This design comes from an exercise in tuning for small area and few clock cycles on the open sky130 flow, not from production work. Where RTL was checked, it was by simulation tests only, not by an equivalence proof against the original. Only the layout flow was run in run 1; the RTL was not checked for function there. No activity file was given, so power comes from the tool's default toggle rates.

`flow/run.sh`:
```
#!/bin/bash
# synth_recipe.tcl (not shown) runs the flow's synth.tcl, then flattens the netlist and writes it again
# the make line also repeats each setting of config.mk as NAME=value (left out here)
make -C /OpenROAD-flow-scripts/flow DESIGN_CONFIG=/design/flow/config.mk WORK_HOME=/design/flow/orfs CLKGATE_MAP_FILE= SYNTH_SCRIPT=/design/flow/synth_recipe.tcl finish
```
`flow/config.mk`:
```
export PLATFORM = sky130hd
export DESIGN_NAME = block_mean_ascii_quantizer
export DESIGN_NICKNAME = block_mean_ascii_quantizer
export VERILOG_FILES = /design/flow/design.v
export SDC_FILE = /design/flow/constraint.sdc
export NUM_CORES = 4
export LEC_CHECK = 0
export ABC_AREA = 1
export CAP_MARGIN = 20
export CORE_MARGIN = 2
export CORE_UTILIZATION = 60
export CTS_CLUSTER_DIAMETER = 100
export CTS_CLUSTER_SIZE = 28
export SLEW_MARGIN = 20
```
`flow/constraint.sdc`:
```
create_clock -name core_clock -period 9.0 [get_ports {clk_i}]
set_input_delay 1.8000 -clock core_clock [delete_from_list [all_inputs] [get_ports {clk_i}]]
set_output_delay 1.8000 -clock core_clock [all_outputs]
set_load 0.01 [all_outputs]
```
`flow/design.v`:
```
`default_nettype none
package bmaq_pkg;
  localparam int PIX_W      = 8;
  localparam int SUM_W      = 13;
  localparam int ROW_W      = 12;
  localparam int CODE_W     = 7;
  localparam int WIDTH_W    = 10;
  localparam int HEIGHT_W   = 12;
  localparam int CFG_DATA_W = 12;
  localparam int CFG_IDX_W  = 1;
  localparam int IDX_W      = 4;
  localparam int RampLevels = 9;
  localparam int NumThr     = RampLevels - 1;
  localparam int MAX_WIDTH_DEF  = 512;
  localparam int BLOCK_ROWS_DEF = 6;
  localparam int BLOCK_COLS_DEF = 3;
  localparam int SUM_DEPTH_DEF  = (MAX_WIDTH_DEF + BLOCK_COLS_DEF - 1) / BLOCK_COLS_DEF;
  localparam logic [WIDTH_W-1:0]  WIDTH_RESET  = 10'd400;
  localparam logic [HEIGHT_W-1:0] HEIGHT_RESET = 12'd220;
  localparam logic [CODE_W-1:0]   CHAR_NEWLINE = 7'd10;
  typedef enum logic [CFG_IDX_W-1:0] {
    CFG_IMAGE_WIDTH  = 1'b0,
    CFG_IMAGE_HEIGHT = 1'b1
  } cfg_reg_e;
endpackage
`default_nettype wire
`default_nettype none
module bmaq_sum_ram #(
  parameter int NWIN   = 8,
  parameter int NIB_W  = 4,
  parameter int MAXLEN = 511 - 3 * NWIN,
  parameter int LEN_W  = $clog2(MAXLEN + 1),
  parameter int WIN_W  = (NWIN > 1) ? $clog2(NWIN) : 1
) (
  input  wire logic               clk_i,
  input  wire logic [LEN_W-1:0]   len_i,      
  input  wire logic [NWIN-1:0]    grp_on_i,   
  input  wire logic [WIN_W-1:0]   win_i,      
  input  wire logic               wr_i,
  input  wire logic [3*NIB_W-1:0] wr_data_i,
  output logic      [3*NIB_W-1:0] rd_data_o
);
  localparam int NSlot = 3 * NWIN + 1;
  logic [NIB_W-1:0] tail;
  logic [NIB_W-1:0] x [NSlot];
  logic [NIB_W-1:0] grp_in [NWIN+1];
  always_ff @(posedge clk_i) begin
    x[0] <= tail;
  end
  assign grp_in[0] = x[0];
  for (genvar g = 0; g < NWIN; g++) begin : g_grp
    logic wr;
    assign wr = wr_i && (win_i == WIN_W'(g));
    always_ff @(posedge clk_i) begin
      x[3*g+1] <= wr ? wr_data_i[3*NIB_W-1:2*NIB_W] : grp_in[g];
      x[3*g+2] <= wr ? wr_data_i[2*NIB_W-1:NIB_W]   : x[3*g+1];
      x[3*g+3] <= wr ? wr_data_i[NIB_W-1:0]         : x[3*g+2];
    end
    assign grp_in[g+1] = grp_on_i[g] ? x[3*g+3] : grp_in[g];
  end
  always_comb begin
    rd_data_o = '0;
    for (int m = 0; m < NWIN; m++) begin
      if (win_i == WIN_W'(m)) rd_data_o = {x[3*m], x[3*m+1], x[3*m+2]};
    end
  end
  localparam int NPow = $clog2(MAXLEN + 2) - 1;
  localparam int Rem  = MAXLEN - ((1 << NPow) - 1);
  localparam int NSeg = (Rem > 0) ? NPow + 1 : NPow;
  logic [NSeg-1:0]  use_seg;
  logic [LEN_W-1:0] len_rest;
  always_comb begin
    len_rest = len_i;
    use_seg  = '0;
    if (Rem > 0 && len_i > LEN_W'((1 << NPow) - 1)) begin
      len_rest        = len_i - LEN_W'(Rem);
      use_seg[NSeg-1] = 1'b1;
    end
    use_seg[NPow-1:0] = len_rest[NPow-1:0];
  end
  logic [NIB_W-1:0] link [NSeg+1];
  assign link[0] = grp_in[NWIN];
  for (genvar s = 0; s < NSeg; s++) begin : g_seg
    localparam int Len = (s < NPow) ? (1 << s) : Rem;
    logic [NIB_W-1:0] q [Len];
    always_ff @(posedge clk_i) begin
      q[0] <= link[s];
      for (int i = 1; i < Len; i++) q[i] <= q[i-1];
    end
    assign link[s+1] = use_seg[s] ? q[Len-1] : link[s];
  end
  assign tail = link[NSeg];
endmodule
`default_nettype wire
`default_nettype none
import bmaq_pkg::*;
module block_mean_ascii_quantizer #(
  parameter int MAX_WIDTH  = bmaq_pkg::MAX_WIDTH_DEF,
  parameter int BLOCK_ROWS = bmaq_pkg::BLOCK_ROWS_DEF,
  parameter int BLOCK_COLS = bmaq_pkg::BLOCK_COLS_DEF
) (
  input  wire logic                            clk_i,
  input  wire logic                            rst_ni,
  input  wire logic                            cfg_we_i,
  input  wire logic [bmaq_pkg::CFG_IDX_W-1:0]  cfg_index_i,
  input  wire logic [bmaq_pkg::CFG_DATA_W-1:0] cfg_data_i,
  input  wire logic                            s_axis_tvalid_i,
  output logic                                 s_axis_tready_o,
  input  wire logic [7:0]                      s_axis_tdata_i,    
  output logic                                 m_axis_tvalid_o,
  input  wire logic                            m_axis_tready_i,
  output logic      [7:0]                      m_axis_tdata_o,    
  output logic                                 m_axis_tlast_o,
  output logic      [0:0]                      m_axis_tuser_o     
);
  localparam int NWin  = 7;
  localparam int WinW  = $clog2(NWin);
  localparam int ColW  = $clog2(MAX_WIDTH);
  localparam int LenW  = $clog2(MAX_WIDTH - 3 * NWin);
  localparam int SubW  = (BLOCK_COLS > 1) ? $clog2(BLOCK_COLS) : 1;
  localparam int RibW  = (BLOCK_ROWS > 1) ? $clog2(BLOCK_ROWS) : 1;
  localparam int RowSW = $clog2(BLOCK_COLS * 255 + 1);
  localparam int AccW  = $clog2(BLOCK_ROWS * BLOCK_COLS * 255 + 1);
  localparam int NibW  = 4;
  localparam int StoW  = NibW * BLOCK_COLS;
  localparam int ThrW  = $clog2(228 * BLOCK_ROWS * BLOCK_COLS + 1);
  localparam int CmpW  = (ThrW > AccW) ? ThrW : AccW;
  logic [ColW-1:0]     wl_q;
  logic [HEIGHT_W-1:0] hl_q;
  logic [WIDTH_W-1:0]  cfg_w;
  logic [HEIGHT_W-1:0] cfg_h;
  assign cfg_w = cfg_data_i[WIDTH_W-1:0];
  assign cfg_h = cfg_data_i[HEIGHT_W-1:0];
  always_ff @(posedge clk_i or negedge rst_ni) begin
    if (!rst_ni) begin
      wl_q <= ColW'(WIDTH_RESET - 1);
      hl_q <= HEIGHT_RESET - 1;
    end else if (cfg_we_i) begin
      case (cfg_index_i)
        CFG_IMAGE_WIDTH: begin
          if (cfg_w == '0) begin
            wl_q <= '0;
          end else if (cfg_w > WIDTH_W'(MAX_WIDTH)) begin
            wl_q <= ColW'(MAX_WIDTH - 1);
          end else begin
            wl_q <= ColW'(cfg_w - WIDTH_W'(1));
          end
        end
        CFG_IMAGE_HEIGHT: hl_q <= (cfg_h == '0) ? '0 : cfg_h - HEIGHT_W'(1);
        default: ;
      endcase
    end
  end
  logic [NWin-1:0] grp_on;
  logic [LenW-1:0] ring_len;
  always_comb begin
    for (int g = 0; g < NWin; g++) grp_on[g] = wl_q >= ColW'(3 * g + 3);
    if (grp_on[NWin-1]) begin
      ring_len = LenW'(wl_q - ColW'(3 * NWin));
    end else begin
      ring_len = '0;
      for (int v = 0; v < 3 * NWin; v++) begin
        if (wl_q[$clog2(3 * NWin)-1:0] == $clog2(3 * NWin)'(v)) ring_len = LenW'(v % 3);
      end
    end
  end
  logic [ColW-1:0]  col_q;
  logic [SubW-1:0]  sub_q;
  logic [ROW_W-1:0] row_q;
  logic [RibW-1:0]  rib_q;
  logic [ColW-1:0]  lag_q, lag_d;
  logic             row_end, img_end, band_end, sub_last, block_end, first_row;
  logic             band_start, use_ring, tap_ok, emit, accept, out_free;
  logic [WinW-1:0]  win;
  always_comb begin
    row_end    = col_q == wl_q;
    img_end    = row_q == hl_q;
    band_end   = img_end || (rib_q == RibW'(BLOCK_ROWS - 1));
    sub_last   = sub_q == SubW'(BLOCK_COLS - 1);
    block_end  = row_end || sub_last;
    first_row  = rib_q == '0;
    band_start = first_row && (col_q == '0);
    use_ring   = sub_last && !row_end;
    emit       = band_end && block_end;
  end
  always_comb begin
    tap_ok = 1'b0;
    win    = '0;
    for (int m = 0; m < NWin; m++) begin
      if (lag_q == ColW'(3 * m + 1)) begin
        tap_ok = grp_on[m];
        win    = WinW'(m);
      end
    end
  end
  assign s_axis_tready_o = (!use_ring || tap_ok) && (!emit || out_free);
  assign accept          = s_axis_tvalid_i && s_axis_tready_o;
  always_comb begin
    if (band_start) begin
      lag_d = ColW'(1);
    end else if (accept) begin
      lag_d = lag_q;
    end else if (lag_q == wl_q) begin
      lag_d = '0;
    end else begin
      lag_d = lag_inc;
    end
  end
  always_ff @(posedge clk_i) begin
    lag_q <= lag_d;
  end
  logic [ColW-1:0]  col_inc, lag_inc;
  logic [ROW_W-1:0] row_inc;
  always_comb begin
    logic c;
    c = 1'b1;
    for (int i = 0; i < ColW; i++) begin
      col_inc[i] = col_q[i] ^ c;
      c          = c & col_q[i];
    end
    c = 1'b1;
    for (int i = 0; i < ColW; i++) begin
      lag_inc[i] = lag_q[i] ^ c;
      c          = c & lag_q[i];
    end
    c = 1'b1;
    for (int i = 0; i < ROW_W; i++) begin
      row_inc[i] = row_q[i] ^ c;
      c          = c & row_q[i];
    end
  end
  always_ff @(posedge clk_i or negedge rst_ni) begin
    if (!rst_ni) begin
      col_q <= '0;
      sub_q <= '0;
      row_q <= '0;
      rib_q <= '0;
    end else if (accept) begin
      if (row_end) begin
        col_q <= '0;
        sub_q <= '0;
        if (img_end) begin
          row_q <= '0;
          rib_q <= '0;
        end else begin
          row_q <= row_inc;
          rib_q <= band_end ? '0 : rib_q + RibW'(1);
        end
      end else begin
        col_q <= col_inc;
        sub_q <= sub_last ? '0 : sub_q + SubW'(1);
      end
    end
  end
  logic [StoW-1:0]  above, ring_sum, side_q;
  logic [RowSW-1:0] acc_q;
  logic [AccW-1:0]  sum;
  bmaq_sum_ram #(
    .NWIN   (NWin),
    .NIB_W  (NibW),
    .MAXLEN (MAX_WIDTH - 1 - 3 * NWin)
  ) u_sum_ram (
    .clk_i     (clk_i),
    .len_i     (ring_len),
    .grp_on_i  (grp_on),
    .win_i     (win),
    .wr_i      (accept && use_ring),
    .wr_data_i (sum[StoW-1:0]),
    .rd_data_o (ring_sum)
  );
  logic [RowSW-1:0] acc_in, acc_d;
  always_comb begin
    logic c;
    if (first_row) begin
      above = '0;
    end else if (row_end) begin
      above = side_q;
    end else begin
      above = ring_sum;
    end
    acc_in = (sub_q == '0) ? '0 : acc_q;
    c      = 1'b0;
    for (int i = 0; i < RowSW; i++) begin
      logic p;
      p        = (i < PIX_W) ? s_axis_tdata_i[i] : 1'b0;
      acc_d[i] = acc_in[i] ^ p ^ c;
      c        = (acc_in[i] & p) | (c & (acc_in[i] ^ p));
    end
    c = 1'b0;
    for (int i = 0; i < AccW; i++) begin
      logic x, y;
      x      = (i < StoW) ? above[i] : 1'b0;
      y      = (i < RowSW) ? acc_d[i] : 1'b0;
      sum[i] = x ^ y ^ c;
      c      = (x & y) | (c & (x ^ y));
    end
  end
  always_ff @(posedge clk_i) begin
    if (accept) begin
      acc_q <= acc_d;
    end
    if (accept && row_end) begin
      side_q <= sum[StoW-1:0];
    end
  end
  logic [ThrW-1:0]  thr [NumThr];
  logic [IDX_W-1:0] level;
  logic [NumThr-1:0] ge;
  always_comb begin
    for (int k = 0; k < NumThr; k++) begin
      thr[k] = '0;
      for (int r = 0; r < BLOCK_ROWS; r++) begin
        for (int c = 0; c < BLOCK_COLS; c++) begin
          if (rib_q == RibW'(r) && sub_q == SubW'(c)) begin
            thr[k] = ThrW'(((k + 1) * 256 + RampLevels - 1) / RampLevels * (r + 1) * (c + 1));
          end
        end
      end
    end
    for (int k = 0; k < NumThr; k++) begin
      ge[k] = 1'b1;
      for (int i = 0; i < CmpW; i++) begin
        ge[k] = (sum[i] & ~thr[k][i]) | ((sum[i] | ~thr[k][i]) & ge[k]);
      end
    end
    level[3] = ge[7];
    level[2] = ge[3] & ~ge[7];
    level[1] = (ge[1] & ~ge[3]) | (ge[5] & ~ge[7]);
    level[0] = (ge[0] & ~ge[1]) | (ge[2] & ~ge[3]) | (ge[4] & ~ge[5]) | (ge[6] & ~ge[7]);
  end
  logic              out_valid_q, out_phase_q, out_nl_q, out_fe_q;
  logic [IDX_W-1:0]  out_level_q;
  logic [CODE_W-1:0] glyph;
  logic              out_fire;
  assign out_fire = m_axis_tvalid_o && m_axis_tready_i;
  assign out_free = !out_valid_q || (m_axis_tready_i && m_axis_tlast_o);
  always_ff @(posedge clk_i or negedge rst_ni) begin
    if (!rst_ni) begin
      out_valid_q <= 1'b0;
      out_phase_q <= 1'b0;
    end else if (accept && emit) begin
      out_valid_q <= 1'b1;
      out_phase_q <= 1'b0;
    end else if (out_fire) begin
      if (!out_phase_q && out_nl_q) begin
        out_phase_q <= 1'b1;
      end else begin
        out_valid_q <= 1'b0;
        out_phase_q <= 1'b0;
      end
    end
  end
  always_ff @(posedge clk_i) begin
    if (accept && emit) begin
      out_level_q <= level;
      out_nl_q    <= row_end;
      out_fe_q    <= img_end;
    end
  end
  always_comb begin
    case (out_level_q)
      4'd0:    glyph = 7'h20;   
      4'd1:    glyph = 7'h2E;   
      4'd2:    glyph = 7'h3A;   
      4'd3:    glyph = 7'h2D;   
      4'd4:    glyph = 7'h3D;   
      4'd5:    glyph = 7'h2A;   
      4'd6:    glyph = 7'h23;   
      4'd7:    glyph = 7'h25;   
      default: glyph = 7'h40;   
    endcase
  end
  assign m_axis_tvalid_o = out_valid_q;
  assign m_axis_tdata_o  = {1'b0, out_phase_q ? CHAR_NEWLINE : glyph};
  assign m_axis_tlast_o  = out_phase_q || !out_nl_q;
  assign m_axis_tuser_o  = out_phase_q && out_fe_q;
endmodule
`default_nettype wire
```
==> flow_summary.yaml, run 1 <==
run_status:
  run_status: "timing/DRC/antenna clean"
drt:
  drc_errors: 0
  vias: 24800
  postRouteWirelength_um: 93100
  drt_iter0_drc: 1702
  firstDrtPassIters: 5
  post_drt_wl_per_cell_um: 18.3
  postRouteAntennaNets: 0
  avgViaCountPerCell: 4.86
floorplanning:
  fp.dieW_um: 299
  initial_utilization_pct: 60.3
  dieArea_mm2: 0.0892
  placementRows: 108
  die_h_um: 299
  io-pin-count: 38
  design.core.area_mm2: 0.0863
logic_synthesis:
  syn-mean-instance-area_um2: 13.6
  netlist-cell-type-count: 63
  synth_largest_area_cell: "sky130_fd_sc_hd__dfxtp_1"
  top_cells_by_instance_count_after_synthesis: "sky130_fd_sc_hd__dfxtp_1 (2062), sky130_fd_sc_hd__nand2_1 (537), sky130_fd_sc_hd__inv_1 (224), sky130_fd_sc_hd__o21ai_0 (145), sky130_fd_sc_hd__nand3_1 (144)"
  postSynthRegisterBits: 2139
  postSynth.asyncResetShare_pct: 2.29
  syn_nets: 3933
  synth_edf_count: 28
  seq_area_frac_synth_pct: 83.2
  synthesis.area_mm2: 0.0521
  synth_top_area_share_pct: 79.2
  synth.yosys.warnings: 15
  synthFlopType: "sky130_fd_sc_hd__dfxtp_1"
  syn-instance-count: 3843
  synth_most_common_cell: "sky130_fd_sc_hd__dfxtp_1"
  synth_top_cells_by_area: "sky130_fd_sc_hd__dfxtp_1 (79%), sky130_fd_sc_hd__nand2_1 (3.9%), sky130_fd_sc_hd__dfrtp_1 (1.8%), sky130_fd_sc_hd__edfxtp_1 (1.6%), sky130_fd_sc_hd__inv_1 (1.6%)"
timing:
  slew_headroom_pct: 25.7
  final_min_period_over_clock_period_pct: 86.3
  post-route-min-period_ns: 7.77
  final_max_slew_viol_count: 0
  fmaxAchievable_mhz: 129
  timing.setup.tns_ns: 0
  hold_viol_final: 0
  setup_viol: 0
  worst_pin_slew_ns: 1.11
  finClkSkew_ns: 0.0396
  grt_setup_unrepaired: "no"
clock_tree:
  cts_max_level: 3
  cts_root_buf: "sky130_fd_sc_hd__clkbuf_16"
  cts-hold-fix-buffers: 0
  tritoncts: "done"
  clk_pin_slew_worst_paths_ns: 0.10
  clkSinkCount: 2139
  clk_path_buf_depth: 3
  cts.repair_timing.setup_buffer_count: 0
  cts_buffers: 88
  clkLatencyLatePin_ns: 0.68
  cts-resized-gates: 0
layout:
  share_of_cells_above_drive_strength_1_pct: 6.72
  antenna_cells: 0
  flow.area_growth_from_synthesis_pct: 7.79
  finalNetCount: 4015
  fillerInstances: 5877
critical_path:
  cp_max_fo: 11
  timing.critical_path.required_ns: 9.59
  critical_path.startpoint_type: "primary input"
  cp-startpoint: "s_axis_tdata_i[0]"
  cp-end-kind: "register"
  critPathMostFrequentCell: "sky130_fd_sc_hd__fa_1"
  critical_path.slowest_cell: "sky130_fd_sc_hd__clkdlybuf4s50_1"
  critical-path-max-stage-delay_ns: 0.48
  path_class: "primary input to register"
  cp_data_arrival_time_ns: 8.36
  reg2reg_from: "lag_q[0]"
global_route:
  wire_length_of_the_first_global_routing_pass_um: 147000
  grt_overflow: 0
  maximum_number_of_pins_on_one_net_before_global_route_repair: 50
  grt_pass1_vias: 25700
  global_route.usage.total_pct: 21.2
  grt_antenna_before_repair: 0
pwr:
  static-leakage-power_nw: 23.6
  vdd.ir_drop.worst_v: 0.000237
  power_density_mw_per_mm2: 371
  p_total_mw: 20.8
min_path:
  min-delay-path-class: "register to register"
  timing.hold.worst.start: "u_sum_ram.g_seg[6].q[19][0]"
placed_design:
  finalWeightedCongestion: 0.887
  hpwlAfterDp_um: 55800
  numPortBuffers: 36
job:
  maxCapViolations: 0
cell families after synthesis:
family                     Yosys count  synth area share (%)
adders and majority gates           64                  1.77
xor gates and xnor gates            34                 0.586
AOI/OAI and AO/OA                  324                  3.73
other                                1               0.00720
muxes                                1                0.0192
and+or+nand+nor                    957                  8.21
buffers and inverters              323                  2.45
DFF                               2139                  83.2
cell usage in the layout, fill, tap and decap left out, drive strengths merged, types with 28 or more instances in the layout:
master	count
a21oi	58
clkbuf	92
clkdlybuf4s50	35
dfrtp	37
dfxtp	2062
edfxtp	28
ha	48
inv	268
nand2	558
nand3	156
nor2	160
o21ai	166
through the flow:
stage | cells | area, um2 | setup WS, ns | hold slack, ns | util, %
6_report | 5096 | 56200 | 1.23 | 0.314 | 65.0
5_1_grt | 5096 | 56200 | 0.698 | 0.327 | 65.0
4_1_cts | 5096 | 56200 | 1.25 | 0.316 | 65.0
3_5_place_dp | 4990 | 53800 | 0.581 | 0.312 | 62.3
3_3_place_gp | 4990 | 53800 | 0.632 | 0.310 | 62.3
2_1_floorplan | 3843 | 52100 | 1.55 | 0.310 | -
critical path, delay by kind of cell:
family	cells	cell delay, ns
buffers and inverters	8	1.09
AOI/OAI and AO/OA	3	0.42
and+or+nand+nor	5	0.63
adders and majority gates	14	4.41
area by class of cell:
type                       count  area, um2  share of cell area [%]
multi-input combinational   1381       7460                    13.3
timing repair buffer          54        493                   0.878
tap                         1155       1450                    2.57
clock inverter                14        180                   0.321
inverter                     261        995                    1.77
sequential                  2139      43400                    77.2
clock buffer                  92       2220                    3.95
power breakdown:
part	switching [mW]	total, mW	internal, mW
combinational	2.86	4.14	1.28
sequential	0.674	12.2	11.5
clock	2.72	4.54	1.82
total	6.25	20.8	14.6
final timing paths:
kind	end	slack (ns)	depth (start not counted)
hold / removal	u_sum_ram.g_seg[6].q[20][0]	0.31	0
hold reg to reg	u_sum_ram.g_seg[6].q[20][0]	0.31	0
min in group asynchronous	col_q[5]	1.15	1
setup / recovery	register	1.23	30
max in group asynchronous	row_q[1]	7.39	1
setup reg to reg	register	1.40	45
layer usage:
| layer | GRT usage (%) | part of all wire, % |
|---|---|---|
| met1 | 29.0 | 46 |
| met2 | 35.3 | 48 |
| met3 | 3.03 | 3.8 |
| met4 | 6.69 | 3.0 |
| met5 | 0 | 0 |
state kept, by name, summed over array words and instances, names as in the netlist, 2 cells and up, named ones only:
signal	cells
hl_q	12
row_q	12
sub_q	2
u_sum_ram.g_seg.q	1960
lag_q	9
out_level_q	4
u_sum_ram.x	88
rib_q	3
col_q	9
acc_q	10
side_q	12
wl_q	9
==> run 2: changes to the inputs <==
--- a/flow/design.v
+++ b/flow/design.v
@@ -114,5 +114,5 @@
   output logic      [0:0]                      m_axis_tuser_o     
 );
-  localparam int NWin  = 7;
+  localparam int NWin  = 8;
   localparam int WinW  = $clog2(NWin);
   localparam int ColW  = $clog2(MAX_WIDTH);
--- a/flow/config.mk
+++ b/flow/config.mk
@@ -10,5 +10,6 @@
 export CORE_MARGIN = 2
 export CORE_UTILIZATION = 60
-export CTS_CLUSTER_DIAMETER = 100
-export CTS_CLUSTER_SIZE = 28
+export CTS_CLUSTER_DIAMETER = 110
+export CTS_CLUSTER_SIZE = 32
+export GPL_TIMING_DRIVEN = 0
 export SLEW_MARGIN = 20
==> run 2 against run 1 <==
  * Sequential power is essentially flat
  * First-iteration DRC count shrank 5.6%
  * Synthesized cell count is the same
  * Global-route usage is essentially flat
  * Via count grew 0.50%
  * Sequential share of layout area shrank 0.062 points
  * Utilization grew 0.052 points
  * Critical path depth grew 10
  * Largest power group unchanged
  * Highest routed layer unchanged
==> flow_summary.yaml, run 2 <==
logic_synthesis:
  top_cells_by_instance_count_after_synthesis: "sky130_fd_sc_hd__dfxtp_1 (2062), sky130_fd_sc_hd__nand2_1 (534), sky130_fd_sc_hd__inv_1 (225), sky130_fd_sc_hd__nand3_1 (178), sky130_fd_sc_hd__o21ai_0 (123)"
  synthesis.area_mm2: 0.0521
  syn-mean-instance-area_um2: 13.5
  synth_most_common_cell: "sky130_fd_sc_hd__dfxtp_1"
  synth_edf_count: 28
  synthFlopType: "sky130_fd_sc_hd__dfxtp_1"
  synth_top_area_share_pct: 79.3
  netlist-cell-type-count: 64
  postSynth.asyncResetShare_pct: 2.29
  synth_largest_area_cell: "sky130_fd_sc_hd__dfxtp_1"
  syn_nets: 3934
  syn-instance-count: 3843
  postSynthRegisterBits: 2139
  seq_area_frac_synth_pct: 83.3
  synth_top_cells_by_area: "sky130_fd_sc_hd__dfxtp_1 (79%), sky130_fd_sc_hd__nand2_1 (3.8%), sky130_fd_sc_hd__dfrtp_1 (1.8%), sky130_fd_sc_hd__nand3_1 (1.7%), sky130_fd_sc_hd__inv_1 (1.6%)"
  synth.yosys.warnings: 15
timing:
  finClkSkew_ns: 0.0580
  fmaxAchievable_mhz: 118
  post-route-min-period_ns: 8.45
  final_min_period_over_clock_period_pct: 93.9
  final_max_slew_viol_count: 0
  worst_slack_setup_final_ns: 0.552
  slew_headroom_pct: 30.5
  setup_viol: 0
  grt_setup_unrepaired: "no"
  worst_pin_slew_ns: 1.04
  hold_viol_final: 0
  timing.setup.tns_ns: 0
critical_path:
  r2r_setup_slack_ns: 0.55
  critical-path-max-stage-delay_ns: 0.55
  path_class: "register to register"
  cp_data_arrival_time_ns: 9.02
  cp-end-kind: "register"
  critPathMostFrequentCell: "sky130_fd_sc_hd__nand2_1"
  cp_max_fo: 10
  timing.critical_path.required_ns: 9.57
  critical_path.startpoint_type: "register"
  critical_path.slowest_cell: "sky130_fd_sc_hd__fa_2"
pwr:
  combinationalPowerShare_pct: 22.8
  clock_power_share_pct: 20.5
  static-leakage-power_nw: 23.7
  vdd.ir_drop.worst_v: 0.000307
  internal_power_summed_over_all_cells_mw: 14.6
  p_total_mw: 21.3
  pwr-share-seq_pct: 56.7
  power_density_mw_per_mm2: 380
  power.switching_fraction_pct: 31.7
  total_switching_power_mw: 6.77
clock_tree:
  clk_pin_slew_worst_paths_ns: 0.11
  tritoncts: "done"
  clkLatencyLatePin_ns: 0.69
  cts-hold-fix-buffers: 0
  clk_path_buf_depth: 3
  cts_root_buf: "sky130_fd_sc_hd__clkbuf_16"
  clkSinkCount: 2139
  cts_buffers: 79
  cts_max_level: 3
placed_design:
  pre_cts_slack_ns: -0.593
  numPortBuffers: 36
  hpwlAfterDp_um: 57100
  finalWeightedCongestion: 0.942
  placed_cell_area_mm2: 0.0539
floorplanning:
  die_h_um: 299
  io-pin-count: 38
  design.core.area_mm2: 0.0863
  dieArea_mm2: 0.0892
  initial_utilization_pct: 60.3
  placementRows: 108
  fp.dieW_um: 299
min_path:
  min-delay-path-class: "register to register"
layout:
  layout_commonest_cell: "sky130_fd_sc_hd__dfxtp_1"
  stdcell_area_mm2: 0.0562
  share_of_cells_above_drive_strength_1_pct: 6.34
  finalNetCount: 4056
  layout.core_utilization_pct: 65.1
  largest_register_ffs: 1948
  flow.area_growth_from_synthesis_pct: 7.93
  biggestRegsByFlops: "u_sum_ram.g_seg.q (1948), u_sum_ram.x (100)"
  layout_common_cells: "sky130_fd_sc_hd__dfxtp_1 (2062), sky130_fd_sc_hd__nand2_1 (534), sky130_fd_sc_hd__inv_1 (224), sky130_fd_sc_hd__nand3_1 (177), sky130_fd_sc_hd__o21ai_0 (123)"
  registers.top_by_ff_count: "u_sum_ram.g_seg.q"
drt:
  vias: 24900
  firstDrtPassIters: 6
  avgViaCountPerCell: 4.85
  drt_iter0_drc: 1607
  postRouteWirelength_um: 93300
  drc_errors: 0
  postRouteAntennaNets: 0
  post_drt_wl_per_cell_um: 18.2
job:
  maxCapViolations: 0
global_route:
  grt_overflow: 0
  maximum_number_of_pins_on_one_net_before_global_route_repair: 34
  global_route.usage.total_pct: 21.3
  gr-usage-met3_pct: 3.09
  grt_pass1_vias: 25700
  wire_length_of_the_first_global_routing_pass_um: 148000
  grt_antenna_before_repair: 0
  global_route.usage.met1_pct: 30.2
  gr-max-usage-layer: "met2"
  globalRouteMet2Util_pct: 34.8
run_status:
  run_status: "timing/DRC/antenna clean"
==> run 2: cell count changes after synthesis, sizes merged, moves of 7 or more <==
cell,previous run,this run
inv,259,248
nand3,156,180
o21ai,166,152
nor2,160,128
or2,23,30
==> run 2: critical path, delay by kind of cell (launching register included) <==
kind / cells / cell delay, ns
flip-flops: 1 / 0.37
AO/OA/AOI/OAI: 2 / 0.34
buffers and inverters: 8 / 1.03
AND/OR/NAND/NOR: 19 / 2.72
adder cells (fa/ha/maj): 11 / 3.87
==> run 2: layer usage <==
layer	part of all wire [%]	vias up
met2	47	493
met4	2.0	0
met3	4.0	167
met1	47	11900
met5	0	-
li1	-	12300
==> run 2: what timing repair did <==
action / 4_1_cts / 5_1_grt
gates resized for setup: 4 / 24
endpoints found under the setup margin: 6 / 6
pin swaps: 0 / 1
setup buffers: 1 / 3
==> run 2: path summary, 6_finish.rpt <==
check / startpoint / end / cells past startpoint
hold reg to reg: u_sum_ram.g_seg[8].q[16][0] / u_sum_ram.g_seg[8].q[17][0] / 0
setup reg to reg: lag_q[6] / register / 40
min in group asynchronous: rst_ni / hl_q[8] / 1
hold / removal: u_sum_ram.g_seg[8].q[16][0] / u_sum_ram.g_seg[8].q[17][0] / 0
setup / recovery: lag_q[6] / register / 40
max in group asynchronous: rst_ni / sub_q[0] / 2
==> run 2: kinds of logic after synthesis <==
kind of cell | Yosys count | share of synthesized area, %
AO/OA/AOI/OAI | 334 | 3.84
buffers and inverters | 316 | 2.43
adder cells (fa/ha/maj) | 65 | 1.79
other | 1 | 0.00720
flip-flops | 2139 | 83.3
XOR/XNOR | 32 | 0.553
AND/OR/NAND/NOR | 956 | 8.11
==> run 2: final cells by class <==
type	count	area [um2]
Antenna cell	1	2.50
Buffer	63	314
Clock buffer	80	1980
Clock inverter	12	246
Fill cell	5909	30100
Inverter	252	971
Multi-Input combinational cell	1388	7470
Sequential cell	2139	43400
Tap cell	1155	1450
Timing Repair Buffer	42	410
==> run 2: through the flow <==
| stage | cells | hold WS [ns] |
|---|---|---|
| after global routing | 5131 | 0.323 |
| after CTS | 5128 | 0.313 |
| after global placement | 5034 | 0.310 |
| after floorplan | 3843 | 0.310 |
| after detailed placement | 5035 | 0.312 |
| final | 5132 | 0.319 |
==> run 2: power by group through the flow <==
stage | clock [mW] | sequential (mW) | combinational (mW)
floorplan | 0 | 12.0 | 2.95
finish | 4.38 | 12.1 | 4.86
global route | 4.79 | 12.3 | 5.34
CTS | 4.49 | 12.2 | 4.79
detailed placement | 0 | 12.3 | 4.76
global placement | 0 | 12.2 | 4.72
Testbench counts of run 2, summed over its fixed seeds: cycles 192,960.
==> run 3: changes to the inputs <==
--- a/flow/config.mk
+++ b/flow/config.mk
@@ -12,4 +12,3 @@
 export CTS_CLUSTER_DIAMETER = 110
 export CTS_CLUSTER_SIZE = 32
-export GPL_TIMING_DRIVEN = 0
 export SLEW_MARGIN = 20
==> run 3 against run 2 <==
  * Still clean on timing, DRC and antenna
  * Combinational power decreased by 8.2%
  * Sequential power about the same
  * Sequential share of layout area increased by 0.21 points
  * Wire length decreased by 6.1%
  * Global-route usage decreased by 1.2 points
  * Register-to-register slack improved by 0.41 ns
  * Power decreased by 1.9%
  * Clock skew decreased by 0.021 ns
  * Utilization decreased by 0.18 points
  * Die area unchanged
  * Largest cell class unchanged
==> flow_summary.yaml, run 3 <==
drt:
  firstDrtPassIters: 7
  post_drt_wl_per_cell_um: 17.2
  avgViaCountPerCell: 4.84
  drc_errors: 0
  postRouteAntennaNets: 0
  vias: 24600
  drt_iter0_drc: 1487
  postRouteWirelength_um: 87600
floorplanning:
  die_h_um: 299
  dieArea_mm2: 0.0892
  placementRows: 108
  io-pin-count: 38
  design.core.area_mm2: 0.0863
  fp.dieW_um: 299
  initial_utilization_pct: 60.3
timing:
  setup_viol: 0
  slew_headroom_pct: 32.0
  post-route-min-period_ns: 8.04
  final_max_slew_viol_count: 0
  hold_viol_final: 0
  final_min_period_over_clock_period_pct: 89.4
  worst_slack_setup_final_ns: 0.958
  worst_pin_slew_ns: 1.02
  timing.setup.tns_ns: 0
  finClkSkew_ns: 0.0366
  fmaxAchievable_mhz: 124
  grt_setup_unrepaired: "no"
clock_tree:
  clk_pin_slew_worst_paths_ns: 0.11
  tritoncts: "done"
  cts_buffers: 79
  clk_path_buf_depth: 3
  cts_root_buf: "sky130_fd_sc_hd__clkbuf_16"
  clkLatencyLatePin_ns: 0.68
  cts-hold-fix-buffers: 0
  clkSinkCount: 2139
  cts-resized-gates: 0
  cts_max_level: 3
  cts.repair_timing.setup_buffer_count: 0
critical_path:
  cp-end-kind: "register"
  reg2reg_from: "lag_q[0]"
  critical_path.startpoint_type: "register"
  r2r_setup_slack_ns: 0.96
  critical_path.slowest_cell: "sky130_fd_sc_hd__fa_1"
  cp_data_arrival_time_ns: 8.63
  timing.critical_path.required_ns: 9.59
  path_class: "register to register"
  cp_max_fo: 13
  reg2reg_depth: 45
  critPathMostFrequentCell: "sky130_fd_sc_hd__inv_1"
  critical-path-max-stage-delay_ns: 0.42
layout:
  layout.core_utilization_pct: 64.9
  sequential_cell_area_mm2: 0.0434
  registers.top_by_ff_count: "u_sum_ram.g_seg.q"
  fillerInstances: 6060
  total_area_of_multi_input_combinational_cells_mm2: 0.00745
  antenna_cells: 0
  finalNonFillerCells: 5090
  biggestRegsByFlops: "u_sum_ram.g_seg.q (1948), u_sum_ram.x (100)"
  layout_common_cells: "sky130_fd_sc_hd__dfxtp_1 (2062), sky130_fd_sc_hd__nand2_1 (534), sky130_fd_sc_hd__inv_1 (225), sky130_fd_sc_hd__nand3_1 (178), sky130_fd_sc_hd__o21ai_0 (123)"
  largest_register_ffs: 1948
  flow.area_growth_from_synthesis_pct: 7.64
  layout_commonest_cell: "sky130_fd_sc_hd__dfxtp_1"
  finalNetCount: 4012
  share_of_cells_above_drive_strength_1_pct: 6.02
placed_design:
  post-place-cells: 4995
  finalWeightedCongestion: 0.872
  pre_cts_slack_ns: 0.532
  hpwlAfterDp_um: 55600
  numPortBuffers: 36
logic_synthesis:
  postSynth.asyncResetShare_pct: 2.29
  synth_top_area_share_pct: 79.3
  synth_top_cells_by_area: "sky130_fd_sc_hd__dfxtp_1 (79%), sky130_fd_sc_hd__nand2_1 (3.8%), sky130_fd_sc_hd__dfrtp_1 (1.8%), sky130_fd_sc_hd__nand3_1 (1.7%), sky130_fd_sc_hd__inv_1 (1.6%)"
  synthFlopType: "sky130_fd_sc_hd__dfxtp_1"
  syn-instance-count: 3843
  yosys.area_share.adder_pct: 1.79
  synth_edf_count: 28
  synth_compound_area_share_pct: 3.84
  synth_most_common_cell: "sky130_fd_sc_hd__dfxtp_1"
  synth_largest_area_cell: "sky130_fd_sc_hd__dfxtp_1"
  synth.area.mux_share_pct: 0
  syn_nets: 3934
  netlist-cell-type-count: 64
  post_synth_xor_area_fraction_pct: 0.553
  seq_area_frac_synth_pct: 83.3
  synth-simple-area-share_pct: 8.11
  synth.yosys.warnings: 15
  syn-mean-instance-area_um2: 13.5
  postSynthRegisterBits: 2139
  synthesis.area_mm2: 0.0521
  top_cells_by_instance_count_after_synthesis: "sky130_fd_sc_hd__dfxtp_1 (2062), sky130_fd_sc_hd__nand2_1 (534), sky130_fd_sc_hd__inv_1 (225), sky130_fd_sc_hd__nand3_1 (178), sky130_fd_sc_hd__o21ai_0 (123)"
  dominant_combinational_cell_family_by_area_after_synthesis: "simple AND/OR/NAND/NOR gates"
global_route:
  maximum_number_of_pins_on_one_net_before_global_route_repair: 50
  grt_overflow: 0
  grt_pass1_vias: 25300
  wire_length_of_the_first_global_routing_pass_um: 142000
  grt_antenna_before_repair: 2
  global_route.usage.total_pct: 20.0
min_path:
  hold-path-cell-count: 0
  min-delay-path-class: "register to register"
  timing.hold.worst.start: "u_sum_ram.g_seg[8].q[73][1]"
  holdPathEnd: "u_sum_ram.g_seg[8].q[74][1]"
pwr:
  power_density_mw_per_mm2: 374
  static-leakage-power_nw: 23.7
  p_total_mw: 20.9
  vdd.ir_drop.worst_v: 0.000266
run_status:
  run_status: "timing/DRC/antenna clean"
job:
  maxCapViolations: 0
==> run 3: cell counts after synthesis <==
Identical to the previous run, type by type.
==> run 3: per-layer routing <==
layer / part of all wire, % / vias up / routed length (um) / GRT usage, %
met3: 3.2 / 160 / 2830 / 2.34
li1: - / 12200 / - / -
met5: 0 / - / 0 / 0
met1: 48 / 11700 / 42200 / 28.8
met2: 46 / 473 / 40300 / 32.3
met4: 2.6 / 0 / 2260 / 5.83
==> run 3: through the flow <==
step | area (um2) | hold WS, ns
final | 56000 | 0.304
after floorplan | 52100 | 0.310
after CTS | 56000 | 0.303
after global routing | 56000 | 0.308
after detailed placement | 53800 | 0.312
after global placement | 53800 | 0.310
==> run 3: worst max path at each step <==
| stage | startpoint | endpoint |
|---|---|---|
| 4_1_cts | lag_q[0] | register |
| 5_1_grt | lag_q[0] | register |
| 6_report | lag_q[0] | register |
| 3_3_place_gp | s_axis_tdata_i[0] | register |
| 3_5_place_dp | s_axis_tdata_i[0] | register |
| 2_1_floorplan | s_axis_tdata_i[0] | register |
==> run 3: worst max-delay path: cells and delay by family (launching register included) <==
family          cells  cell delay (ns)
simple gates       14             1.36
fa+ha+maj          13             4.19
flops               1             0.40
compound gates      6             0.84
buf+inv            12             1.14
==> run 3: power by group <==
group          switching [mW]  total, mW  internal [mW]
Clock                    2.69       4.37           1.68
Sequential              0.615       12.1           11.5
Combinational            3.08       4.46           1.37
==> run 3: cells by family after synthesis <==
logic type,count (synthesis)
other,1
flip-flops,2139
AO/OA/AOI/OAI,334
buffers and inverters,316
adder cells (fa/ha/maj),65
XOR/XNOR,32
AND/OR/NAND/NOR,956
==> run 3: final cells by class <==
class / instances / area share (%)
Clock buffer: 81 / 3.58
Clock inverter: 14 / 0.500
Inverter: 252 / 1.71
Multi-Input combinational cell: 1388 / 13.3
Sequential cell: 2139 / 77.4
Tap cell: 1155 / 2.58
Timing Repair Buffer: 61 / 0.973
==> run 4: changes to the inputs <==
--- a/flow/design.v
+++ b/flow/design.v
@@ -83,10 +83,11 @@
   for (genvar s = 0; s < NSeg; s++) begin : g_seg
     localparam int Len = (s < NPow) ? (1 << s) : Rem;
-    logic [NIB_W-1:0] q [Len];
-    always_ff @(posedge clk_i) begin
-      q[0] <= link[s];
-      for (int i = 1; i < Len; i++) q[i] <= q[i-1];
+    logic [NIB_W*Len-1:0] q;
+    if (Len == 1) begin : g_one
+      always_ff @(posedge clk_i) q <= link[s];
+    end else begin : g_many
+      always_ff @(posedge clk_i) q <= {q[NIB_W*(Len-1)-1:0], link[s]};
     end
-    assign link[s+1] = use_seg[s] ? q[Len-1] : link[s];
+    assign link[s+1] = use_seg[s] ? q[NIB_W*Len-1 -: NIB_W] : link[s];
   end
   assign tail = link[NSeg];
@@ -114,5 +115,5 @@
   output logic      [0:0]                      m_axis_tuser_o     
 );
-  localparam int NWin  = 8;
+  localparam int NWin  = 12;
   localparam int WinW  = $clog2(NWin);
   localparam int ColW  = $clog2(MAX_WIDTH);
==> run 4 against run 3 <==
  * Still clean
  * Final cell count up 6.4%
  * Combinational power grew 21%
  * Count of clock-buffer cells in the layout is 1 higher
  * Register-to-register slack got worse by 0.33 ns
  * Power up 4.4%
  * Via count rose by 6.9%
  * Utilization rose by 0.17 points
  * Worst setup slack worse by 0.33 ns
  * First-iteration DRC count grew 24%
  * Sequential share of layout area decreased by 1.9 points
  * Synthesized cell count is 8.0% higher
  * Highest routed layer unchanged
==> flow_summary.yaml, run 4 <==
layout:
  layout_common_cells: "sky130_fd_sc_hd__dfxtp_1 (2062), sky130_fd_sc_hd__nand2_1 (570), sky130_fd_sc_hd__inv_1 (246), sky130_fd_sc_hd__nand3_1 (176), sky130_fd_sc_hd__nor2_1 (175)"
  finalNetCount: 4327
  flow.area_growth_from_synthesis_pct: 7.53
  antenna_cells: 0
  biggestRegsByFlops: "u_sum_ram.g_seg.q (1900), u_sum_ram.x (148)"
  share_of_cells_above_drive_strength_1_pct: 6.71
  layout_commonest_cell: "sky130_fd_sc_hd__dfxtp_1"
  registers.top_by_ff_count: "u_sum_ram.g_seg.q"
  largest_register_ffs: 1900
logic_synthesis:
  postSynth.asyncResetShare_pct: 2.29
  syn_nets: 4242
  synth_most_common_cell: "sky130_fd_sc_hd__dfxtp_1"
  synth_top_area_share_pct: 77.3
  seq_area_frac_synth_pct: 81.2
  synth_edf_count: 28
  synthesis.area_mm2: 0.0534
  syn-instance-count: 4152
  netlist-cell-type-count: 60
  synthFlopType: "sky130_fd_sc_hd__dfxtp_1"
  synth_top_cells_by_area: "sky130_fd_sc_hd__dfxtp_1 (77%), sky130_fd_sc_hd__nand2_1 (4.0%), sky130_fd_sc_hd__dfrtp_1 (1.7%), sky130_fd_sc_hd__inv_1 (1.7%), sky130_fd_sc_hd__nand3_1 (1.6%)"
  synth.yosys.warnings: 6
  top_cells_by_instance_count_after_synthesis: "sky130_fd_sc_hd__dfxtp_1 (2062), sky130_fd_sc_hd__nand2_1 (570), sky130_fd_sc_hd__inv_1 (246), sky130_fd_sc_hd__nor2_1 (177), sky130_fd_sc_hd__nand3_1 (176)"
  syn-mean-instance-area_um2: 12.9
  postSynthRegisterBits: 2139
  synth_largest_area_cell: "sky130_fd_sc_hd__dfxtp_1"
drt:
  drt_iter0_drc: 1841
  post_drt_wl_per_cell_um: 16.3
  drc_errors: 0
  firstDrtPassIters: 5
  postRouteAntennaNets: 0
  postRouteWirelength_um: 88400
  avgViaCountPerCell: 4.86
  vias: 26300
timing:
  setup_viol: 0
  worst_pin_slew_ns: 1.05
  grt_setup_unrepaired: "no"
  final_min_period_over_clock_period_pct: 93.0
  finClkSkew_ns: 0.0493
  post-route-min-period_ns: 8.37
  slew_headroom_pct: 29.9
  final_max_slew_viol_count: 0
  timing.setup.tns_ns: 0
  fmaxAchievable_mhz: 119
  hold_viol_final: 0
placed_design:
  numPortBuffers: 36
  finalWeightedCongestion: 0.989
  hpwlAfterDp_um: 58100
clock_tree:
  cts-resized-gates: 0
  cts.repair_timing.setup_buffer_count: 0
  tritoncts: "done"
  clk_path_buf_depth: 3
  cts_buffers: 78
  clk_pin_slew_worst_paths_ns: 0.12
  cts_max_level: 3
  clkSinkCount: 2139
  cts-hold-fix-buffers: 0
  clkLatencyLatePin_ns: 0.69
  cts_root_buf: "sky130_fd_sc_hd__clkbuf_16"
critical_path:
  critical_path.slowest_cell: "sky130_fd_sc_hd__fa_1"
  critical-path-max-stage-delay_ns: 0.56
  cp_data_arrival_time_ns: 9.01
  crit_buf_inv: 12
  cp_max_fo: 12
  path_class: "register to register"
  cp.depth: 46
  critPathTopFamily: "adder cells"
  critical_path.startpoint_type: "register"
  timing.critical_path.required_ns: 9.64
  cp-end-kind: "register"
  critPathMostFrequentCell: "sky130_fd_sc_hd__fa_1"
  reg2reg_depth: 46
floorplanning:
  initial_utilization_pct: 60.5
  io-pin-count: 38
  die_h_um: 302
  design.core.area_mm2: 0.0882
  fp.dieW_um: 302
  dieArea_mm2: 0.0914
  placementRows: 109
global_route:
  grt_antenna_before_repair: 2
  wire_length_of_the_first_global_routing_pass_um: 138000
  grt_overflow: 0
  global_route.usage.total_pct: 19.4
  maximum_number_of_pins_on_one_net_before_global_route_repair: 50
  grt_pass1_vias: 24900
pwr:
  vdd.ir_drop.worst_v: 0.000360
  p_total_mw: 21.9
  static-leakage-power_nw: 24.1
  power_density_mw_per_mm2: 381
run_status:
  run_status: "timing/DRC/antenna clean"
job:
  maxCapViolations: 0
min_path:
  min-delay-path-class: "register to register"
  hold-path-cell-count: 0
[run 4: cell types whose count changed after synthesis, sizes merged, moves of 7 or more]
cell,before,now
nor2,128,202
or2,30,41
a31oi,11,23
buf,23,37
nand4,16,28
a21oi,64,121
a22oi,16,8
o221ai,0,7
o21bai,0,7
o21ai,152,188
nand2,553,583
inv,248,290
[run 4: logic make-up (layout without fill, tap and decap cells)]
kind of cell	after synthesis	in the layout	synth area share, %
adders and majority gates	65	65	1.74
other	1	1	0.00702
AOI/OAI and AO/OA	444	444	4.79
xor gates and xnor gates	33	33	0.541
and+or+nand+nor	1090	1090	8.93
DFF	2139	2139	81.2
buffers and inverters	380	478	2.79
[run 4: report_power, final]
part | leakage, nW | internal (mW) | total, mW | switching (mW)
Combinational | 5.32 | 1.71 | 5.38 | 3.67
Sequential | 17.7 | 11.6 | 12.2 | 0.626
Clock | 1.06 | 1.65 | 4.28 | 2.63
[run 4: path summary, 6_finish.rpt]
check / from / endpoint / slack [ns]
hold / removal: u_sum_ram.g_seg[3].q[27] / u_sum_ram.g_seg[3].q[31] / 0.31
max in group asynchronous: rst_ni / col_q[1] / 7.36
hold reg to reg: u_sum_ram.g_seg[3].q[27] / u_sum_ram.g_seg[3].q[31] / 0.31
setup / recovery: lag_q[4] / register / 0.63
setup reg to reg: lag_q[4] / register / 0.63
min in group asynchronous: rst_ni / out_valid_q / 1.20
[run 4: worst reg2reg max path: cells and delay by family (launching register included)]
| kind | cells | cell delay [ns] |
|---|---|---|
| adder cells (fa/ha/maj) | 11 | 3.28 |
| buffers and inverters | 12 | 1.40 |
| flip-flops | 1 | 0.41 |
| AO/OA/AOI/OAI | 9 | 1.33 |
| AND/OR/NAND/NOR | 14 | 1.92 |
[run 4: cell type report]
cell class,instances,area [um2]
Sequential cell,2139,43400
Fill cell,6670,30800
Multi-Input combinational cell,1633,8560
Clock buffer,82,2000
Tap cell,1165,1460
Inverter,297,1120
Timing Repair Buffer,88,746
Clock inverter,11,181
[run 4: metal layers]
layer / vias up / GRT usage, % / routed length [um]
met5: - / 0 / 0
met4: 0 / 7.00 / 3050
met3: 165 / 2.87 / 4560
li1: 13300 / - / -
met2: 641 / 27.8 / 35400
met1: 12200 / 30.0 / 45500
[run 4: metrics by stage]
stage | utilization (%) | hold WS (ns) | setup slack, ns | instance area [um2] | std cells
final | 65.1 | 0.309 | 0.626 | 57400 | 5415
after global routing | 65.1 | 0.327 | 0.0111 | 57400 | 5415
after CTS | 65.1 | 0.310 | 0.672 | 57400 | 5415
after detailed placement | 62.6 | 0.312 | 0.590 | 55200 | 5322
after global placement | 62.6 | 0.310 | 0.620 | 55200 | 5322
after floorplan | - | 0.310 | 1.43 | 53400 | 4152
Testbench counts of run 4, summed over its fixed seeds: cycles 192,960.
==> run 5: changes to the inputs <==
--- a/flow/design.v
+++ b/flow/design.v
@@ -115,5 +115,5 @@
   output logic      [0:0]                      m_axis_tuser_o     
 );
-  localparam int NWin  = 12;
+  localparam int NWin  = 10;
   localparam int WinW  = $clog2(NWin);
   localparam int ColW  = $clog2(MAX_WIDTH);
==> run 5 against run 4 <==
  * First-iteration DRC count is 7.2% lower
  * Global-route usage is 3.0 points higher
  * Maximum frequency is 0.14% lower
  * Via count is 1.9% lower
  * Non-clock buffer count is 10 lower
  * Clock power is 5.6% higher
==> flow_summary.yaml, run 5 <==
logic_synthesis:
  synth_most_common_cell: "sky130_fd_sc_hd__dfxtp_1"
  postSynthRegisterBits: 2139
  syn_nets: 4063
  synth_largest_area_cell: "sky130_fd_sc_hd__dfxtp_1"
  top_cells_by_instance_count_after_synthesis: "sky130_fd_sc_hd__dfxtp_1 (2062), sky130_fd_sc_hd__nand2_1 (509), sky130_fd_sc_hd__inv_1 (216), sky130_fd_sc_hd__nand3_1 (184), sky130_fd_sc_hd__o21ai_0 (159)"
  synth.yosys.warnings: 6
  synth_top_area_share_pct: 78.2
  synthFlopType: "sky130_fd_sc_hd__dfxtp_1"
  postSynth.asyncResetShare_pct: 2.29
  synth_top_cells_by_area: "sky130_fd_sc_hd__dfxtp_1 (78%), sky130_fd_sc_hd__nand2_1 (3.6%), sky130_fd_sc_hd__dfrtp_1 (1.8%), sky130_fd_sc_hd__nand3_1 (1.7%), sky130_fd_sc_hd__edfxtp_1 (1.6%)"
  netlist-cell-type-count: 60
  synth_edf_count: 28
  syn-instance-count: 3973
  seq_area_frac_synth_pct: 82.2
  syn-mean-instance-area_um2: 13.3
  synthesis.area_mm2: 0.0528
clock_tree:
  tritoncts: "done"
  clk_pin_slew_worst_paths_ns: 0.11
  clkSinkCount: 2139
  cts_root_buf: "sky130_fd_sc_hd__clkbuf_16"
  cts_max_level: 3
  cts.repair_timing.setup_buffer_count: 0
  clk_path_buf_depth: 3
  clkLatencyLatePin_ns: 0.72
  cts_buffers: 81
drt:
  drc_errors: 0
  postRouteWirelength_um: 98900
  drt_iter0_drc: 1709
  firstDrtPassIters: 5
  postRouteAntennaNets: 0
  vias: 25800
  avgViaCountPerCell: 4.94
  post_drt_wl_per_cell_um: 18.9
global_route:
  grt_antenna_before_repair: 1
  global_route.usage.total_pct: 22.5
  maximum_number_of_pins_on_one_net_before_global_route_repair: 50
  grt_overflow: 0
  grt_pass1_vias: 26700
  wire_length_of_the_first_global_routing_pass_um: 156000
pwr:
  vdd.ir_drop.worst_v: 0.000349
  internal_power_summed_over_all_cells_mw: 15.1
  static-leakage-power_nw: 23.9
  power_density_mw_per_mm2: 392
  total_switching_power_mw: 7.25
  power.switching_fraction_pct: 32.5
  clock_power_share_pct: 20.3
  pwr-share-seq_pct: 55.2
  p_total_mw: 22.3
  combinationalPowerShare_pct: 24.5
timing:
  fmaxAchievable_mhz: 119
  setup_viol: 0
  hold_viol_final: 0
  worst_pin_slew_ns: 1.03
  post-route-min-period_ns: 8.39
  grt_setup_unrepaired: "no"
  finClkSkew_ns: 0.0498
  final_max_slew_viol_count: 0
  timing.setup.tns_ns: 0
  worst_slack_setup_final_ns: 0.615
  hold-worst-slack_ns: 0.317
  final_min_period_over_clock_period_pct: 93.2
  slew_headroom_pct: 30.9
placed_design:
  pre_cts_slack_ns: 0.417
  post-place-cells: 5125
  finalWeightedCongestion: 0.908
  numPortBuffers: 36
  hpwlAfterDp_um: 61100
  placed_cell_area_mm2: 0.0545
critical_path:
  timing.critical_path.required_ns: 9.62
  path_class: "register to register"
  cp-end-kind: "register"
  cp_data_arrival_time_ns: 9.01
  critical_path.slowest_cell: "sky130_fd_sc_hd__fa_2"
  critical_path.startpoint_type: "register"
  reg2reg_depth: 45
  critical-path-max-stage-delay_ns: 0.51
  critPathMostFrequentCell: "sky130_fd_sc_hd__nand2_1"
  cp_max_fo: 6
layout:
  finalNonFillerCells: 5224
  stdcell_area_mm2: 0.0569
  layout_commonest_cell: "sky130_fd_sc_hd__dfxtp_1"
  finalNetCount: 4143
  share_of_cells_above_drive_strength_1_pct: 7.50
  sequential_cell_area_mm2: 0.0434
  flow.area_growth_from_synthesis_pct: 7.76
  registers.top_by_ff_count: "u_sum_ram.g_seg.q"
  layout.core_utilization_pct: 65.4
  fillerInstances: 6056
  total_area_of_multi_input_combinational_cells_mm2: 0.00801
  biggestRegsByFlops: "u_sum_ram.g_seg.q (1924), u_sum_ram.x (124)"
  layout_common_cells: "sky130_fd_sc_hd__dfxtp_1 (2062), sky130_fd_sc_hd__nand2_1 (509), sky130_fd_sc_hd__inv_1 (214), sky130_fd_sc_hd__nand3_1 (184), sky130_fd_sc_hd__o21ai_0 (158)"
  largest_register_ffs: 1924
job:
  maxCapViolations: 0
floorplanning:
  placementRows: 108
  io-pin-count: 38
  design.core.area_mm2: 0.0870
  fp.dieW_um: 301
  initial_utilization_pct: 60.7
  die_h_um: 301
  dieArea_mm2: 0.0904
min_path:
  min-delay-path-class: "register to register"
  hold-path-cell-count: 0
run_status:
  run_status: "timing/DRC/antenna clean"
[run 5: cell types whose count changed after synthesis, sizes merged, moves of 8 or more]
cell | before | now
a21oi | 121 | 83
a221oi | 5 | 14
inv | 290 | 265
nand2 | 583 | 531
nand3 | 179 | 199
nand4 | 28 | 10
nor2 | 202 | 153
o2111ai | 8 | 0
o21ai | 188 | 205
[run 5: worst paths after layout]
kind                                      startpoint                         to  slack [ns]
min in group asynchronous                     rst_ni                   rib_q[2]        1.11
min reg2reg                u_sum_ram.g_seg[8].q[520]  u_sum_ram.g_seg[8].q[524]        0.32
max reg2reg                                 lag_q[0]                   register        0.61
max in group asynchronous                     rst_ni                   col_q[3]        7.44
max                                         lag_q[0]                   register        0.61
min                        u_sum_ram.g_seg[8].q[520]  u_sum_ram.g_seg[8].q[524]        0.32
[run 5: repair_timing]
item,in CTS,in global routing
hold buffers,0,0
endpoints found under the setup margin,0,1
resized for setup,0,2
endpoints found under the hold margin,0,0
[run 5: layer usage]
| metal | vias up | part of all wire, % | track usage (%) |
|---|---|---|---|
| met5 | - | 0 | 0 |
| met4 | 0 | 2.6 | 7.07 |
| met2 | 528 | 46 | 36.1 |
| met1 | 12400 | 47 | 31.7 |
| li1 | 12700 | - | - |
| met3 | 149 | 4.1 | 3.32 |
[run 5: critical path, delay by kind of cell (launching register included)]
| family | cells | cell delay (ns) |
|---|---|---|
| adders and majority gates | 11 | 3.96 |
| and+or+nand+nor | 16 | 1.73 |
| AOI/OAI and AO/OA | 10 | 1.37 |
| buffers and inverters | 8 | 0.82 |
| DFF | 1 | 0.42 |
[run 5: cell families (layout without fill, tap and decap cells)]
group           after synthesis  in the layout  synth area share (%)
other cells                   1              2               0.00710
fa+ha+maj                    64             64                  1.74
flops                      2139           2139                  82.2
xor+xnor                     33             33                 0.562
buf+inv                     350            445                  2.70
simple gates                975            975                  8.35
compound gates              411            411                  4.49
[run 5: power groups by stage]
stage | clock network (mW) | registers [mW] | logic, mW
global route | 4.95 | 12.5 | 6.02
finish | 4.52 | 12.3 | 5.46
floorplan | 0 | 12.2 | 3.35
CTS | 4.64 | 12.4 | 5.45
detailed placement | 0 | 12.5 | 5.43
global placement | 0 | 12.4 | 5.39
[run 5: layout make-up]
type                    count  area share [%]
flip-flops and latches   2139            76.2
multi-input cells        1484            14.1
clock buffers              84            3.62
well taps                1155            2.54
inverters                 269            1.79
repair buffers             78            1.18
clock inverters            14           0.543
diodes                      1         0.00440
Testbench counts of run 5, summed over its fixed seeds: cycles 192,960.

## re-timing with driven ports
No port has a modelled driver above. Below, the same layouts with a new extraction and two added sets of constraints.
Step 1, drivers: a clkbuf_16 drives clk_i and a buf_2 each remaining input, both assumed.
Step 2 adds t to the input delays and takes it off the output delays; t is the mean of the earliest and latest rising clock arrival at the registers after step 1. Input paths then give back, and output paths get back, about the clock's delay inside the block.
a / b / c = ideal ports / drivers / drivers and shift; a / b = the first two.
run | t, ns | setup WS [ns] | clock arrival spread, ns | worst register clock-pin slew, ns | worst slew at a driven data input, ns
run 1 | 0.730 | 1.234 / 1.275 / 0.545 | 0.041 / 0.042 | 0.11 / 0.11 | 0.05
run 2 | 0.724 | 0.552 / 0.552 / 0.352 | 0.058 / 0.058 | 0.12 / 0.12 | 0.04
run 3 | 0.729 | 0.958 / 0.958 / 0.556 | 0.040 / 0.040 | 0.12 / 0.12 | 0.05
run 4 | 0.724 | 0.626 / 0.626 / 0.626 | 0.055 / 0.054 | 0.12 / 0.12 | 0.04
run 5 | 0.763 | 0.615 / 0.615 / 0.376 | 0.050 / 0.050 | 0.12 / 0.12 | 0.05
After both steps every run listed still meets setup and hold. For run 1, which loses most, drivers alone change the setup slack by +0.041 ns; drivers and shift together by -0.689 ns.
